This design comes from an exercise in tuning for small area and few clock cycles per item on the open sky130 flow, not from production work. In this exercise RTL edits were held to simulation tests only and were not proved equivalent to the original.

==> inputs of try-willow <==
Design pot_average_motor_servo_setpoint, start of the top module:
module pot_average_motor_servo_setpoint (
    input  wire         i_clk,
    input  wire         i_rst_n,
    input  wire         i_in_valid,
    output logic        o_in_stall,
    input  wire  [19:0] i_in_item,
    output logic        o_out_valid,
    input  wire         i_out_stall,
    output logic [56:0] o_out_item
);
    localparam int WINDOW = 10;
    logic [19:0] r_cell [WINDOW];
    logic [3:0]  r_fill;
    logic        full;
    logic [13:0] r_ssum, r_asum;
    logic [13:0] ssum_next, asum_next;
    logic        r_valid;
    logic        accept;
    logic        take_old;
    logic [9:0]  new_s, new_a, nold_s, nold_a;
    assign o_in_stall  = r_valid && i_out_stall;
    assign accept      = i_in_valid && !o_in_stall;
    assign o_out_valid = r_valid;
    always_ff @(posedge i_clk) begin
        if (accept) begin
            r_cell[0] <= i_in_item;
            for (int i = 1; i < WINDOW; i++) r_cell[i] <= r_cell[i-1];
        end
    end
    assign full     = (r_fill == 4'(WINDOW));
    assign take_old = accept && full;
    assign new_s    = accept ? i_in_item[19:10] : 10'd0;
    assign new_a    = accept ? i_in_item[9:0]   : 10'd0;
    assign nold_s   = ~(r_cell[WINDOW-1][19:10] & {10{take_old}});
    assign nold_a   = ~(r_cell[WINDOW-1][9:0]   & {10{take_old}});
    always_ff @(posedge i_clk) begin
        if (!i_rst_n) begin
            r_fill  <= '0;
            r_valid <= 1'b0;
        end else begin
            r_valid <= accept || (r_valid && i_out_stall);
            if (accept && !full) r_fill <= r_fill + 4'd1;
        end
    end
    always_ff @(posedge i_clk) begin
        r_ssum <= i_rst_n ? ssum_next : 14'd0;
        r_asum <= i_rst_n ? asum_next : 14'd0;
    end
    logic [7:0]  speed;    
    logic [7:0]  qa;
    logic        neg, pos;
    logic [8:0]  w5;       
    logic        nz;       
    logic [12:0] servo;
    logic [7:0]  aset;
    logic [6:0]  smag;
    assign neg = r_ssum < 14'd5115;
    assign pos = r_ssum >= 14'd5167;
    assign nz  = neg || pos;
    logic h_1;
    logic h_2;
    logic h_3;
    logic h_4;
    logic h_5;
    logic h_6;
    logic h_7;
    logic h_8;
    logic h_9;
    logic h_10;
    logic h_11;
    logic h_12;
    logic h_13;
    logic h_14;
  ...
==> flow/config.mk <==
export PLATFORM = sky130hd
export DESIGN_NAME = pot_average_motor_servo_setpoint
export DESIGN_NICKNAME = pot_average_motor_servo_setpoint
export VERILOG_FILES = /design/flow/design.v
export SDC_FILE = /design/flow/constraint.sdc
export NUM_CORES = 4
export LEC_CHECK = 0
export CAP_MARGIN = 20
export CORE_MARGIN = 2
export CORE_UTILIZATION = 40
export SLEW_MARGIN = 20
==> flow/constraint.sdc <==
create_clock -name core_clock -period 10.0 [get_ports {i_clk}]
set_input_delay 2.0000 -clock core_clock [delete_from_list [all_inputs] [get_ports {i_clk}]]
set_output_delay 2.0000 -clock core_clock [all_outputs]
set_load 0.01 [all_outputs]
standard.sh (not shown) runs the stock make flow with config.mk's settings and CLKGATE_MAP_FILE= SYNTH_SCRIPT=/design/flow/synth_recipe.tcl, a recipe that flattens the netlist after the stock synthesis.
==> flow/flow/run.sh <==
#!/bin/bash
# Layout flow: the standard synthesis and layout (standard.sh), with
#  - an inverter clean-up of the synthesized netlist (polfix.py): full adders are
#    self-dual, half adders and 2-input and/or gates can take complemented inputs
#    by De Morgan, so inverters can be moved or dropped; the result is checked for
#    combinational equivalence with yosys (registers unchanged) and, if the check
#    does not pass, the standard netlist is used as it is;
#  - port buffers of the smallest buffer cell (every port still gets one);
#  - a clock tree without dummy loads, with 8x clock buffers in clusters of up to 18.
# Each tool writes its own log in this folder.
set -u
R=orfs/results/sky130hd/pot_average_motor_servo_setpoint/base
bash standard.sh synth > synth.log 2>&1 || exit 1
cp $R/1_2_yosys.v $R/1_2_yosys_std.v
if python3 flow/polfix.py $R/1_2_yosys_std.v polfix_out.v 6 > polfix.log 2>&1 \
   && python3 flow/cutff.py $R/1_2_yosys_std.v eq_gold.v >> polfix.log 2>&1 \
   && python3 flow/cutff.py polfix_out.v eq_gate.v >> polfix.log 2>&1 \
   && $FLOW_HOME/../tools/install/yosys/bin/yosys -q -l eq.log -p "
        read_liberty -ignore_miss_func $FLOW_HOME/platforms/sky130hd/lib/sky130_fd_sc_hd__tt_025C_1v80.lib
        read_verilog eq_gold.v; rename $FLOW_TOP gold
        read_verilog eq_gate.v; rename $FLOW_TOP gate
        hierarchy -check; flatten; opt_clean -purge
        miter -equiv -flatten -make_assert gold gate miter
        hierarchy -top miter
        sat -verify -prove-asserts miter" > eq_stdout.log 2>&1; then
  echo "polfix netlist proven equivalent; using it" >> polfix.log
  cp polfix_out.v $R/1_2_yosys.v
  rm -f $R/1_synth.odb $R/1_synth.sdc
else
  echo "polfix not used" >> polfix.log
fi
bash standard.sh \
  "BUFFER_PORTS_ARGS=-buffer_cell sky130_fd_sc_hd__buf_1" \
  "CTS_ARGS=-sink_clustering_enable -repair_clock_nets -dont_use_dummy_load -buf_list sky130_fd_sc_hd__clkbuf_8 -sink_clustering_size 18 -sink_clustering_max_diameter 55" \
  finish > standard.log 2>&1
Other scripts of this flow, unchanged in this note and not shown: flow/flow/cutff.py, flow/flow/polfix.py
==> try-violet (differences from try-willow) <==
--- a/flow/design.v
+++ b/flow/design.v
@@ -27,18 +27,18 @@
             r_cell[0] <= i_in_item;
             for (int i = 1; i < WINDOW; i++) r_cell[i] <= r_cell[i-1];
         end
     end
     assign full     = (r_fill == 4'(WINDOW));
     assign take_old = accept && full;
     assign new_s    = accept ? i_in_item[19:10] : 10'd0;
     assign new_a    = accept ? i_in_item[9:0]   : 10'd0;
-    assign nold_s   = ~(r_cell[WINDOW-1][19:10] & {10{take_old}});
-    assign nold_a   = ~(r_cell[WINDOW-1][9:0]   & {10{take_old}});
+    assign nold_s   = take_old ? ~r_cell[WINDOW-1][19:10] : 10'd0;
+    assign nold_a   = take_old ? ~r_cell[WINDOW-1][9:0]   : 10'd0;
     always_ff @(posedge i_clk) begin
         if (!i_rst_n) begin
             r_fill  <= '0;
             r_valid <= 1'b0;
         end else begin
             r_valid <= accept || (r_valid && i_out_stall);
             if (accept && !full) r_fill <= r_fill + 4'd1;
         end
@@ -473,26 +473,26 @@
     assign h_13 = r_ssum[6] ^ new_s[6] ^ nold_s[6];
     assign h_14 = (r_ssum[6] & new_s[6]) | (r_ssum[6] & nold_s[6]) | (new_s[6] & nold_s[6]);
     assign h_15 = r_ssum[7] ^ new_s[7] ^ nold_s[7];
     assign h_16 = (r_ssum[7] & new_s[7]) | (r_ssum[7] & nold_s[7]) | (new_s[7] & nold_s[7]);
     assign h_17 = r_ssum[8] ^ new_s[8] ^ nold_s[8];
     assign h_18 = (r_ssum[8] & new_s[8]) | (r_ssum[8] & nold_s[8]) | (new_s[8] & nold_s[8]);
     assign h_19 = r_ssum[9] ^ new_s[9] ^ nold_s[9];
     assign h_20 = (r_ssum[9] & new_s[9]) | (r_ssum[9] & nold_s[9]) | (new_s[9] & nold_s[9]);
-    assign h_21 = h_20 ^ r_ssum[10] ^ 1'b1;
-    assign h_22 = (h_20 & r_ssum[10]) | (h_20 & 1'b1) | (r_ssum[10] & 1'b1);
-    assign h_23 = h_22 ^ r_ssum[11] ^ 1'b1;
-    assign h_24 = (h_22 & r_ssum[11]) | (h_22 & 1'b1) | (r_ssum[11] & 1'b1);
-    assign h_25 = h_24 ^ r_ssum[12] ^ 1'b1;
-    assign h_26 = (h_24 & r_ssum[12]) | (h_24 & 1'b1) | (r_ssum[12] & 1'b1);
-    assign h_27 = h_26 ^ r_ssum[13] ^ 1'b1;
-    assign h_28 = (h_26 & r_ssum[13]) | (h_26 & 1'b1) | (r_ssum[13] & 1'b1);
-    assign h_29 = h_1 ^ 1'b1;
-    assign h_30 = h_1 & 1'b1;
+    assign h_21 = h_20 ^ r_ssum[10] ^ take_old;
+    assign h_22 = (h_20 & r_ssum[10]) | (h_20 & take_old) | (r_ssum[10] & take_old);
+    assign h_23 = h_22 ^ r_ssum[11] ^ take_old;
+    assign h_24 = (h_22 & r_ssum[11]) | (h_22 & take_old) | (r_ssum[11] & take_old);
+    assign h_25 = h_24 ^ r_ssum[12] ^ take_old;
+    assign h_26 = (h_24 & r_ssum[12]) | (h_24 & take_old) | (r_ssum[12] & take_old);
+    assign h_27 = h_26 ^ r_ssum[13] ^ take_old;
+    assign h_28 = (h_26 & r_ssum[13]) | (h_26 & take_old) | (r_ssum[13] & take_old);
+    assign h_29 = h_1 ^ take_old;
+    assign h_30 = h_1 & take_old;
     assign h_31 = h_2 ^ h_3 ^ h_30;
     assign h_32 = (h_2 & h_3) | (h_2 & h_30) | (h_3 & h_30);
     assign h_33 = h_4 ^ h_5 ^ h_32;
     assign h_34 = (h_4 & h_5) | (h_4 & h_32) | (h_5 & h_32);
     assign h_35 = h_6 ^ h_7 ^ h_34;
     assign h_36 = (h_6 & h_7) | (h_6 & h_34) | (h_7 & h_34);
     assign h_37 = h_8 ^ h_9 ^ h_36;
     assign h_38 = (h_8 & h_9) | (h_8 & h_36) | (h_9 & h_36);
@@ -529,26 +529,26 @@
     assign h_69 = r_asum[6] ^ new_a[6] ^ nold_a[6];
     assign h_70 = (r_asum[6] & new_a[6]) | (r_asum[6] & nold_a[6]) | (new_a[6] & nold_a[6]);
     assign h_71 = r_asum[7] ^ new_a[7] ^ nold_a[7];
     assign h_72 = (r_asum[7] & new_a[7]) | (r_asum[7] & nold_a[7]) | (new_a[7] & nold_a[7]);
     assign h_73 = r_asum[8] ^ new_a[8] ^ nold_a[8];
     assign h_74 = (r_asum[8] & new_a[8]) | (r_asum[8] & nold_a[8]) | (new_a[8] & nold_a[8]);
     assign h_75 = r_asum[9] ^ new_a[9] ^ nold_a[9];
     assign h_76 = (r_asum[9] & new_a[9]) | (r_asum[9] & nold_a[9]) | (new_a[9] & nold_a[9]);
-    assign h_77 = h_76 ^ r_asum[10] ^ 1'b1;
-    assign h_78 = (h_76 & r_asum[10]) | (h_76 & 1'b1) | (r_asum[10] & 1'b1);
-    assign h_79 = h_78 ^ r_asum[11] ^ 1'b1;
-    assign h_80 = (h_78 & r_asum[11]) | (h_78 & 1'b1) | (r_asum[11] & 1'b1);
-    assign h_81 = h_80 ^ r_asum[12] ^ 1'b1;
-    assign h_82 = (h_80 & r_asum[12]) | (h_80 & 1'b1) | (r_asum[12] & 1'b1);
-    assign h_83 = h_82 ^ r_asum[13] ^ 1'b1;
-    assign h_84 = (h_82 & r_asum[13]) | (h_82 & 1'b1) | (r_asum[13] & 1'b1);
-    assign h_85 = h_57 ^ 1'b1;
-    assign h_86 = h_57 & 1'b1;
+    assign h_77 = h_76 ^ r_asum[10] ^ take_old;
+    assign h_78 = (h_76 & r_asum[10]) | (h_76 & take_old) | (r_asum[10] & take_old);
+    assign h_79 = h_78 ^ r_asum[11] ^ take_old;
+    assign h_80 = (h_78 & r_asum[11]) | (h_78 & take_old) | (r_asum[11] & take_old);
+    assign h_81 = h_80 ^ r_asum[12] ^ take_old;
+    assign h_82 = (h_80 & r_asum[12]) | (h_80 & take_old) | (r_asum[12] & take_old);
+    assign h_83 = h_82 ^ r_asum[13] ^ take_old;
+    assign h_84 = (h_82 & r_asum[13]) | (h_82 & take_old) | (r_asum[13] & take_old);
+    assign h_85 = h_57 ^ take_old;
+    assign h_86 = h_57 & take_old;
     assign h_87 = h_58 ^ h_59 ^ h_86;
     assign h_88 = (h_58 & h_59) | (h_58 & h_86) | (h_59 & h_86);
     assign h_89 = h_60 ^ h_61 ^ h_88;
     assign h_90 = (h_60 & h_61) | (h_60 & h_88) | (h_61 & h_88);
     assign h_91 = h_62 ^ h_63 ^ h_90;
     assign h_92 = (h_62 & h_63) | (h_62 & h_90) | (h_63 & h_90);
     assign h_93 = h_64 ^ h_65 ^ h_92;
     assign h_94 = (h_64 & h_65) | (h_64 & h_92) | (h_65 & h_92);
--- a/flow/flow/run.sh
+++ b/flow/flow/run.sh
@@ -1,17 +1,16 @@
 #!/bin/bash
 # Layout flow: the standard synthesis and layout (standard.sh), with
-#  - an inverter clean-up of the synthesized netlist (polfix.py): full adders are
-#    self-dual, half adders and 2-input and/or gates can take complemented inputs
-#    by De Morgan, so inverters can be moved or dropped; the result is checked for
-#    combinational equivalence with yosys (registers unchanged) and, if the check
+#  - an inverter clean-up of the synthesized netlist around the full-adder cells
+#    (polfix.py; full adders are self-dual, so inverters can be moved), checked
+#    for combinational equivalence with yosys (registers unchanged); if the check
 #    does not pass, the standard netlist is used as it is;
 #  - port buffers of the smallest buffer cell (every port still gets one);
-#  - a clock tree without dummy loads, with 8x clock buffers in clusters of up to 18.
+#  - a clock tree without dummy loads, with 8x clock buffers.
 # Each tool writes its own log in this folder.
 set -u
 R=orfs/results/sky130hd/pot_average_motor_servo_setpoint/base
 bash standard.sh synth > synth.log 2>&1 || exit 1
 cp $R/1_2_yosys.v $R/1_2_yosys_std.v
 if python3 flow/polfix.py $R/1_2_yosys_std.v polfix_out.v 6 > polfix.log 2>&1 \
    && python3 flow/cutff.py $R/1_2_yosys_std.v eq_gold.v >> polfix.log 2>&1 \
    && python3 flow/cutff.py polfix_out.v eq_gate.v >> polfix.log 2>&1 \
@@ -27,9 +26,10 @@
   cp polfix_out.v $R/1_2_yosys.v
   rm -f $R/1_synth.odb $R/1_synth.sdc
 else
   echo "polfix not used" >> polfix.log
 fi
 bash standard.sh \
   "BUFFER_PORTS_ARGS=-buffer_cell sky130_fd_sc_hd__buf_1" \
   "CTS_ARGS=-sink_clustering_enable -repair_clock_nets -dont_use_dummy_load -buf_list sky130_fd_sc_hd__clkbuf_8 -sink_clustering_size 18 -sink_clustering_max_diameter 55" \
+  "RECOVER_POWER=100" \
   finish > standard.log 2>&1
==> try-amber (differences from try-willow) <==
--- a/flow/design.v
+++ b/flow/design.v
@@ -27,18 +27,18 @@
             r_cell[0] <= i_in_item;
             for (int i = 1; i < WINDOW; i++) r_cell[i] <= r_cell[i-1];
         end
     end
     assign full     = (r_fill == 4'(WINDOW));
     assign take_old = accept && full;
     assign new_s    = accept ? i_in_item[19:10] : 10'd0;
     assign new_a    = accept ? i_in_item[9:0]   : 10'd0;
-    assign nold_s   = ~(r_cell[WINDOW-1][19:10] & {10{take_old}});
-    assign nold_a   = ~(r_cell[WINDOW-1][9:0]   & {10{take_old}});
+    assign nold_s   = take_old ? ~r_cell[WINDOW-1][19:10] : 10'd0;
+    assign nold_a   = take_old ? ~r_cell[WINDOW-1][9:0]   : 10'd0;
     always_ff @(posedge i_clk) begin
         if (!i_rst_n) begin
             r_fill  <= '0;
             r_valid <= 1'b0;
         end else begin
             r_valid <= accept || (r_valid && i_out_stall);
             if (accept && !full) r_fill <= r_fill + 4'd1;
         end
@@ -473,26 +473,26 @@
     assign h_13 = r_ssum[6] ^ new_s[6] ^ nold_s[6];
     assign h_14 = (r_ssum[6] & new_s[6]) | (r_ssum[6] & nold_s[6]) | (new_s[6] & nold_s[6]);
     assign h_15 = r_ssum[7] ^ new_s[7] ^ nold_s[7];
     assign h_16 = (r_ssum[7] & new_s[7]) | (r_ssum[7] & nold_s[7]) | (new_s[7] & nold_s[7]);
     assign h_17 = r_ssum[8] ^ new_s[8] ^ nold_s[8];
     assign h_18 = (r_ssum[8] & new_s[8]) | (r_ssum[8] & nold_s[8]) | (new_s[8] & nold_s[8]);
     assign h_19 = r_ssum[9] ^ new_s[9] ^ nold_s[9];
     assign h_20 = (r_ssum[9] & new_s[9]) | (r_ssum[9] & nold_s[9]) | (new_s[9] & nold_s[9]);
-    assign h_21 = h_20 ^ r_ssum[10] ^ 1'b1;
-    assign h_22 = (h_20 & r_ssum[10]) | (h_20 & 1'b1) | (r_ssum[10] & 1'b1);
-    assign h_23 = h_22 ^ r_ssum[11] ^ 1'b1;
-    assign h_24 = (h_22 & r_ssum[11]) | (h_22 & 1'b1) | (r_ssum[11] & 1'b1);
-    assign h_25 = h_24 ^ r_ssum[12] ^ 1'b1;
-    assign h_26 = (h_24 & r_ssum[12]) | (h_24 & 1'b1) | (r_ssum[12] & 1'b1);
-    assign h_27 = h_26 ^ r_ssum[13] ^ 1'b1;
-    assign h_28 = (h_26 & r_ssum[13]) | (h_26 & 1'b1) | (r_ssum[13] & 1'b1);
-    assign h_29 = h_1 ^ 1'b1;
-    assign h_30 = h_1 & 1'b1;
+    assign h_21 = h_20 ^ r_ssum[10] ^ take_old;
+    assign h_22 = (h_20 & r_ssum[10]) | (h_20 & take_old) | (r_ssum[10] & take_old);
+    assign h_23 = h_22 ^ r_ssum[11] ^ take_old;
+    assign h_24 = (h_22 & r_ssum[11]) | (h_22 & take_old) | (r_ssum[11] & take_old);
+    assign h_25 = h_24 ^ r_ssum[12] ^ take_old;
+    assign h_26 = (h_24 & r_ssum[12]) | (h_24 & take_old) | (r_ssum[12] & take_old);
+    assign h_27 = h_26 ^ r_ssum[13] ^ take_old;
+    assign h_28 = (h_26 & r_ssum[13]) | (h_26 & take_old) | (r_ssum[13] & take_old);
+    assign h_29 = h_1 ^ take_old;
+    assign h_30 = h_1 & take_old;
     assign h_31 = h_2 ^ h_3 ^ h_30;
     assign h_32 = (h_2 & h_3) | (h_2 & h_30) | (h_3 & h_30);
     assign h_33 = h_4 ^ h_5 ^ h_32;
     assign h_34 = (h_4 & h_5) | (h_4 & h_32) | (h_5 & h_32);
     assign h_35 = h_6 ^ h_7 ^ h_34;
     assign h_36 = (h_6 & h_7) | (h_6 & h_34) | (h_7 & h_34);
     assign h_37 = h_8 ^ h_9 ^ h_36;
     assign h_38 = (h_8 & h_9) | (h_8 & h_36) | (h_9 & h_36);
@@ -529,26 +529,26 @@
     assign h_69 = r_asum[6] ^ new_a[6] ^ nold_a[6];
     assign h_70 = (r_asum[6] & new_a[6]) | (r_asum[6] & nold_a[6]) | (new_a[6] & nold_a[6]);
     assign h_71 = r_asum[7] ^ new_a[7] ^ nold_a[7];
     assign h_72 = (r_asum[7] & new_a[7]) | (r_asum[7] & nold_a[7]) | (new_a[7] & nold_a[7]);
     assign h_73 = r_asum[8] ^ new_a[8] ^ nold_a[8];
     assign h_74 = (r_asum[8] & new_a[8]) | (r_asum[8] & nold_a[8]) | (new_a[8] & nold_a[8]);
     assign h_75 = r_asum[9] ^ new_a[9] ^ nold_a[9];
     assign h_76 = (r_asum[9] & new_a[9]) | (r_asum[9] & nold_a[9]) | (new_a[9] & nold_a[9]);
-    assign h_77 = h_76 ^ r_asum[10] ^ 1'b1;
-    assign h_78 = (h_76 & r_asum[10]) | (h_76 & 1'b1) | (r_asum[10] & 1'b1);
-    assign h_79 = h_78 ^ r_asum[11] ^ 1'b1;
-    assign h_80 = (h_78 & r_asum[11]) | (h_78 & 1'b1) | (r_asum[11] & 1'b1);
-    assign h_81 = h_80 ^ r_asum[12] ^ 1'b1;
-    assign h_82 = (h_80 & r_asum[12]) | (h_80 & 1'b1) | (r_asum[12] & 1'b1);
-    assign h_83 = h_82 ^ r_asum[13] ^ 1'b1;
-    assign h_84 = (h_82 & r_asum[13]) | (h_82 & 1'b1) | (r_asum[13] & 1'b1);
-    assign h_85 = h_57 ^ 1'b1;
-    assign h_86 = h_57 & 1'b1;
+    assign h_77 = h_76 ^ r_asum[10] ^ take_old;
+    assign h_78 = (h_76 & r_asum[10]) | (h_76 & take_old) | (r_asum[10] & take_old);
+    assign h_79 = h_78 ^ r_asum[11] ^ take_old;
+    assign h_80 = (h_78 & r_asum[11]) | (h_78 & take_old) | (r_asum[11] & take_old);
+    assign h_81 = h_80 ^ r_asum[12] ^ take_old;
+    assign h_82 = (h_80 & r_asum[12]) | (h_80 & take_old) | (r_asum[12] & take_old);
+    assign h_83 = h_82 ^ r_asum[13] ^ take_old;
+    assign h_84 = (h_82 & r_asum[13]) | (h_82 & take_old) | (r_asum[13] & take_old);
+    assign h_85 = h_57 ^ take_old;
+    assign h_86 = h_57 & take_old;
     assign h_87 = h_58 ^ h_59 ^ h_86;
     assign h_88 = (h_58 & h_59) | (h_58 & h_86) | (h_59 & h_86);
     assign h_89 = h_60 ^ h_61 ^ h_88;
     assign h_90 = (h_60 & h_61) | (h_60 & h_88) | (h_61 & h_88);
     assign h_91 = h_62 ^ h_63 ^ h_90;
     assign h_92 = (h_62 & h_63) | (h_62 & h_90) | (h_63 & h_90);
     assign h_93 = h_64 ^ h_65 ^ h_92;
     assign h_94 = (h_64 & h_65) | (h_64 & h_92) | (h_65 & h_92);
==> flow/flow/run.sh (replaced) <==
#!/bin/bash
# Layout flow: the standard synthesis and layout (standard.sh), with
#  - an inverter clean-up of the synthesized netlist around the full-adder cells
#    (polfix.py; full adders are self-dual, so inverters can be moved), checked
#    for combinational equivalence with yosys (registers unchanged); if the check
#    does not pass, the standard netlist is used as it is;
#  - port buffers of the smallest buffer cell (every port still gets one);
#  - a clock tree without dummy loads, with 8x clock buffers.
# Each tool writes its own log in this folder.
set -u
R=orfs/results/sky130hd/pot_average_motor_servo_setpoint/base
bash standard.sh synth > synth.log 2>&1 || exit 1
cp $R/1_2_yosys.v $R/1_2_yosys_std.v
if python3 flow/polfix.py $R/1_2_yosys_std.v polfix_out.v 6 > polfix.log 2>&1 \
   && python3 flow/cutff.py $R/1_2_yosys_std.v eq_gold.v >> polfix.log 2>&1 \
   && python3 flow/cutff.py polfix_out.v eq_gate.v >> polfix.log 2>&1 \
   && $FLOW_HOME/../tools/install/yosys/bin/yosys -q -l eq.log -p "
        read_liberty -ignore_miss_func $FLOW_HOME/platforms/sky130hd/lib/sky130_fd_sc_hd__tt_025C_1v80.lib
        read_verilog eq_gold.v; rename $FLOW_TOP gold
        read_verilog eq_gate.v; rename $FLOW_TOP gate
        hierarchy -check; flatten; opt_clean -purge
        miter -equiv -flatten -make_assert gold gate miter
        hierarchy -top miter
        sat -verify -prove-asserts miter" > eq_stdout.log 2>&1; then
  echo "polfix netlist proven equivalent; using it" >> polfix.log
  cp polfix_out.v $R/1_2_yosys.v
  rm -f $R/1_synth.odb $R/1_synth.sdc
else
  echo "polfix not used" >> polfix.log
fi
bash standard.sh \
  "BUFFER_PORTS_ARGS=-buffer_cell sky130_fd_sc_hd__buf_1" \
  "CTS_ARGS=-sink_clustering_enable -repair_clock_nets -dont_use_dummy_load -buf_list {sky130_fd_sc_hd__clkbuf_4 sky130_fd_sc_hd__clkbuf_8} -sink_clustering_size 14 -sink_clustering_max_diameter 50" \
  finish > standard.log 2>&1
==> summary.txt <==
Share of cell area taken by flip-flops and latches: try-amber 54.1%; try-willow 54.7%; try-violet 54.5%
# clk buffers: try-amber 23; try-willow 22; try-violet 19
Fraction of final layout cells sized beyond drive strength 1: try-amber 12.4%; try-willow 13.2%; try-violet 11.4%
Source of the critical timing path: try-amber r_ssum[13]; try-willow r_ssum[3]; try-violet r_ssum[13]
Number of logic stages on the critical path including buffering: try-amber 24; try-willow 25; try-violet 24
Area of the multi-input gates: try-amber 4110 um2; try-willow 3940 um2; try-violet 4080 um2
Rel. slew slack: try-amber 52.5%; try-willow 34.0%; try-violet -51.8%
Result of the run: try-amber timing/DRC/antenna clean; try-willow timing/DRC/antenna clean; try-violet finished with violations
Violated checks: try-amber -; try-willow -; try-violet capacitance limit, slew limit
Relative area of clock buffers and inverters in the final design: try-amber 2.56%; try-willow 2.48%; try-violet 2.13%
Worst Skew: try-amber 0.0579 ns; try-willow 0.0484 ns; try-violet 0.0283 ns
Global-route track usage on met1: try-amber 17.8%; try-willow 18.0%; try-violet 17.7%
Effective utilization at floorplan: try-amber 40.7%; try-willow 40.5%; try-violet 40.7%
Wire length on met2: try-amber 7320 um; try-willow 6690 um; try-violet 7320 um
Testbench counts of try-willow, summed over its fixed seeds: cycles 16,016, items 16,000.
Testbench counts of try-violet, summed over its fixed seeds: cycles 16,016, items 16,000.
Testbench counts of try-amber, summed over its fixed seeds: cycles 16,016, items 16,000.

==> afterwards: timing with drivers on the ports <==
Ports are ideal in the flow. The routed layouts listed here were re-timed in OpenROAD. Step 1, drivers: a clkbuf_16 drives i_clk and a buf_2 each remaining input, both assumed. Step 2 times the ports against the registers' clock, not the clock port: input delays grow and output delays shrink by t, the midpoint of the rising clock arrivals with the driver on. Slacks: ideal / step 1 / step 2; pairs: ideal / step 1.
run	t, ns	setup WS [ns]	worst data-port slew with drivers (ns)
try-willow	0.540	0.230 / 0.193 / 0.733	0.06
try-violet	0.524	0.233 / 0.197 / 0.047	0.03
try-amber	0.530	0.235 / 0.199 / 0.729	0.03
The setup slack of try-violet, which loses most, moves by -0.036 ns with the drivers and by -0.186 ns with both steps.
